This design comes from an exercise in tuning for small area, a short achievable clock period and few clock cycles per item on the open sky130 flow, not from production work.
In this exercise RTL edits were held to simulation tests only and were not proved equivalent to the original.

==> run X <==
==> flow/design.v (excerpt) <==
module karatsuba_mul_sequencer #(
  parameter int HW    = 64,
  parameter int CNT_W = 7
) (
  input  logic              clk,
  input  logic              rst_n,
  input  logic              in_valid,
  output logic              in_ready,
  input  logic [2*HW-1:0]   a,
  input  logic [2*HW-1:0]   b,
  output logic              out_valid,
  input  logic              out_ready,
  output logic [4*HW-1:0]   product,
  output logic              busy
);
  localparam int K = 32;
  localparam int N = 4;
  logic          run_r, fin_r, ov_r, pend_r, pfirst_r, first_r;
  logic [1:0]    cnt_r;
  logic [127:0]  a_r;
  logic [127:0]  b_r;
  logic [15:0]   one_r, two_r, neg_r;
  logic [15:0]   onen_r, twon_r, negn_r;   
  logic [128:0]  s_r, c_r;
  logic [K-1:0]  ls_r, lc_r;
  logic          cin_r;
  logic [95:0]  plo_r;
  logic [255:0]  product_r;
  logic last, accept, fin_done;
  assign last     = run_r & (cnt_r == 2'd3);
  logic adv;
  assign adv      = ~(fin_r & ov_r & ~out_ready);
  assign in_ready = ~fin_r & (~run_r | last);
  assign accept   = in_valid & in_ready;
  assign fin_done = fin_r & (~ov_r | out_ready);
  function automatic logic [47:0] enc(input logic [K-1:0] x, input logic p);
    logic [15:0] one, two, neg;
    logic b0, b1, bm;
    for (int t = 0; t < 16; t++) begin
      b1 = x[2*t+1];
      b0 = x[2*t];
      bm = (t == 0) ? p : x[2*t-1];
      one[t] = b0 ^ bm;
  ...
clock: 11.0 ns
lec_check: 0
cap_margin: 20
core_margin: 2
core_utilization: 30
setup_slack_margin: 5
slew_margin: 80
standard.sh (not shown) runs the stock make flow with config.mk's settings and CLKGATE_MAP_FILE= SYNTH_SCRIPT=/design/flow/synth_recipe.tcl, a recipe that flattens the netlist after the stock synthesis.
==> flow/flow/run.sh <==
#!/bin/bash
# Layout flow: the standard layout (standard.sh) with one change in synthesis: Yosys's
# synth runs with -noabc, so extract_fa finds the RTL's full adders before any ABC pass has
# restructured them (fewer polarity inverters between adders). The rest of synthesis
# (synth_recipe.tcl: -nofsm -noshare, flatten, renames) and every later step are unchanged.
set -euo pipefail
cd "$(dirname "$0")/.."
work=$(pwd)
sed 's/yosys synth -nofsm -noshare /yosys synth -nofsm -noshare -noabc /' synth_recipe.tcl > flow_synth.tcl
grep -q -- '-noabc' flow_synth.tcl
sed "s#${work}/synth_recipe.tcl#${work}/flow_synth.tcl#g" standard.sh > flow_standard.sh
grep -q "${work}/flow_synth.tcl" flow_standard.sh
bash flow_standard.sh finish > flow_make.log 2>&1
test -f out/final.def
==> run P: changes against run X <==
--- a/flow/design.v
+++ b/flow/design.v
@@ -47,14 +47,10 @@
     enc = {neg, two, one};
   endfunction
   logic [47:0] enc_ld, enc_nx;
   assign enc_ld = enc(b[K-1:0], 1'b0);
   assign enc_nx = enc(b_r[2*K-1:K], b_r[K-1]);
-  logic [K-1:0] b_nx;
-  logic         bp_nx, bprev_r;
-  assign b_nx  = in_ready ? b[K-1:0] : (adv ? b_r[2*K-1:K] : b_r[K-1:0]);
-  assign bp_nx = in_ready ? 1'b0 : (adv ? b_r[K-1] : bprev_r);
   logic [128:0] sg, cg;
   assign sg = {s_r[128] | first_r, s_r[127:0] & {128{~first_r}}};
   assign cg = c_r & {129{~first_r}};
   logic [128:0] aext, a2;
   assign aext = {a_r[127], a_r};
@@ -5761,14 +5757,16 @@
   end
   always_ff @(posedge clk) begin
     if (in_ready) begin
       a_r <= a;
       b_r <= b;
-      bprev_r <= 1'b0;
+      {neg_r, two_r, one_r} <= enc_ld;
+      {negn_r, twon_r, onen_r} <= ~enc_ld;
     end else if (adv) begin
       b_r <= b_r >> K;
-      bprev_r <= b_r[K-1];
+      {neg_r, two_r, one_r} <= enc_nx;
+      {negn_r, twon_r, onen_r} <= ~enc_nx;
     end
     if (run_r & adv) begin
       s_r  <= ts[128+K:K];
       c_r  <= tc[128+K:K];
       ls_r <= ts[K-1:0];
@@ -5780,13 +5778,9 @@
     end
     if (fin_done) begin
       product_r <= {hsum, plo_r};
     end
   end
-  always_ff @(posedge clk) begin
-    {neg_r, two_r, one_r} <= enc(b_nx, bp_nx);
-    {negn_r, twon_r, onen_r} <= ~enc(b_nx, bp_nx);
-  end
   assign out_valid = ov_r;
   assign busy      = run_r | fin_r | ov_r;
   assign product   = product_r;
 endmodule
Settings changed: SLEW_MARGIN 80 to 60.
==> comparison table <==
metric	run X	run P
Status	timing/DRC/antenna clean	timing/DRC/antenna clean
Buffer count excluding the clock tree in the final layout	1453	882
Inverter count	220	219
Number of standard cells in the layout, taps in and fillers out	16.0k	15.5k
Skew-Pair Late Insertion Delay	0.88 ns	0.86 ns
Register area	30300 um^2	30000 um^2
Worst-case setup slack after placement	4.95 ns	5.58 ns
Wire length of the first global-routing pass	725000 um	731000 um
Final standard cell utilization of the core	37.5%	34.2%
Wirelength, routed	509000 um	524000 um
Setup fix buffers added after clock tree synthesis	1	0
Clock buffers created by TritonCTS	138	120
HPWL Detailed	391000 um	337000 um
Part of the Yosys area used for sequential elements	24.8%	24.8%
Combined area of all synthesized cells	121000 um^2	121000 um^2
Met1 Use GR	27.9%	28.4%
Count of buffer and inverter cells on the critical path	9	0
Initial antenna violation count	42	60
Average footprint of a synthesized cell	11.9 um^2	11.9 um^2
Testbench counts of run X, summed over its fixed seeds: cycles 792, items 192.
Testbench counts of run P, summed over its fixed seeds: cycles 792, items 192.

========
==> wip/harbor <==
Starting RTL as in the previous note.
Settings: LEC_CHECK=0, CAP_MARGIN=20, CORE_MARGIN=2, CORE_UTILIZATION=30, SETUP_SLACK_MARGIN=5, SLEW_MARGIN=30; clock period 11.0 ns.
Scripts as last shown in full above: flow/flow/run.sh
==> wip/sierra: changes against wip/harbor <==
ABC_CLOCK_PERIOD_IN_PS = 4500   (was not set)
SLEW_MARGIN = 60   (was 30)
==> wip/raven: changes against wip/harbor <==
CORE_UTILIZATION = 40   (was 30)
SLEW_MARGIN = 60   (was 30)
==> qor.csv <==
metric;value;unit
crit_start;ls_r[0];
post-route-worst-setup-slack;5.359;ns
r2r-start;ls_r[0];
rr_worst_depth;16;
nFillCells;27160;
post-route-util;45.52;%
via_per_inst;6.652;
status;complete, no violations;
clockBufferCount;165;
multi_input_area;86120;um2
multi_input_area_share;63.00;%
path_cells;fa_1, fa_1, nand3_1, a21oi_1, o2111ai_1, nand3_1, a41o_1, a21oi_4, o21ai_4, a21boi_0, inv_1, a21o_1, a21boi_1, o21bai_1, fa_1, xor2_1;
use_met2;49.17;%
instances_no_fill;14110;
critPathArrivalTime;6.23;ns
die_y;553.9;um
areaGrowthSynthToFinish;13.03;%
-- figures above: wip/raven

==> qor.csv <==
metric;value;unit
post-route-util;33.61;%
via_per_inst;5.978;
clockBufferCount;142;
crit_start;c_r[17];
instances_no_fill;15330;
multi_input_area;85920;um2
path_cells;ha_1, a21oi_1, o21ai_0, a221oi_1, o221ai_1, a311o_1, a21oi_4, inv_2, a31oi_4, o41ai_2, o31a_1, a31o_1, a31o_1, fa_1;
critPathMaxStageDelay;0.68;ns
areaGrowthSynthToFinish;11.72;%
post-route-worst-setup-slack;5.186;ns
critPathArrivalTime;6.36;ns
yosysMostFrequentCell;fa_1;
die_y;638.9;um
status;complete, no violations;
rr_worst_depth;14;
multi_input_area_share;63.59;%
-- figures above: wip/harbor

==> qor.csv <==
metric;value;unit
status;complete, no violations;
areaGrowthSynthToFinish;14.63;%
via_per_inst;5.946;
post-route-worst-setup-slack;5.555;ns
crit_start;c_r[17];
clockBufferCount;160;
post-route-util;34.48;%
multi_input_area_share;62.06;%
path_cells;ha_1, a21oi_1, o21ai_1, a221oi_1, buf_1, o221ai_1, a311o_1, a21oi_4, o21ai_2, a21boi_1, inv_1, a21o_1, a21o_1, a21o_1, fa_1, xor2_1;
instances_no_fill;15450;
use_met2;38.48;%
die_y;638.9;um
critPathArrivalTime;6.02;ns
nFillCells;39430;
r2r-start;c_r[17];
-- figures above: wip/sierra

Testbench counts of wip/harbor, summed over its fixed seeds: cycles 792, items 192.
Testbench counts of wip/sierra, summed over its fixed seeds: cycles 792, items 192.
Testbench counts of wip/raven, summed over its fixed seeds: cycles 792, items 192.

[re-timing with driven ports]
The results above use ideal ports. As a check the final layouts listed here were re-extracted and re-timed, cells and wires unchanged.
Step 1 (the two cells are an assumption about what drives the block):
set clk [get_ports {clk}]
set_driving_cell -lib_cell sky130_fd_sc_hd__clkbuf_16 $clk
set_driving_cell -lib_cell sky130_fd_sc_hd__buf_2 [delete_from_list [all_inputs] $clk]
Step 2 adds t to the input delays and takes it off the output delays; t is the mean of the earliest and latest rising clock arrival at the registers after step 1. Input paths then give back, and output paths get back, about the clock's delay inside the block.
a / b / c = ideal ports / drivers / drivers and shift; a / b = the first two.
run	t (ns)	slack for setup (ns)	worst slew at a driven data input, ns
run X	0.963	5.308 / 5.308 / 5.308	0.12
run P	0.949	5.607 / 5.607 / 5.607	0.15
wip/harbor	0.936	5.186 / 5.186 / 4.804	0.13
wip/sierra	0.959	5.555 / 5.555 / 5.555	0.14
wip/raven	0.939	5.359 / 5.359 / 5.067	0.10
After both steps every run listed still meets setup and hold. For wip/harbor, which loses most, drivers alone change the setup slack by 0.000 ns; drivers and shift together by -0.382 ns.
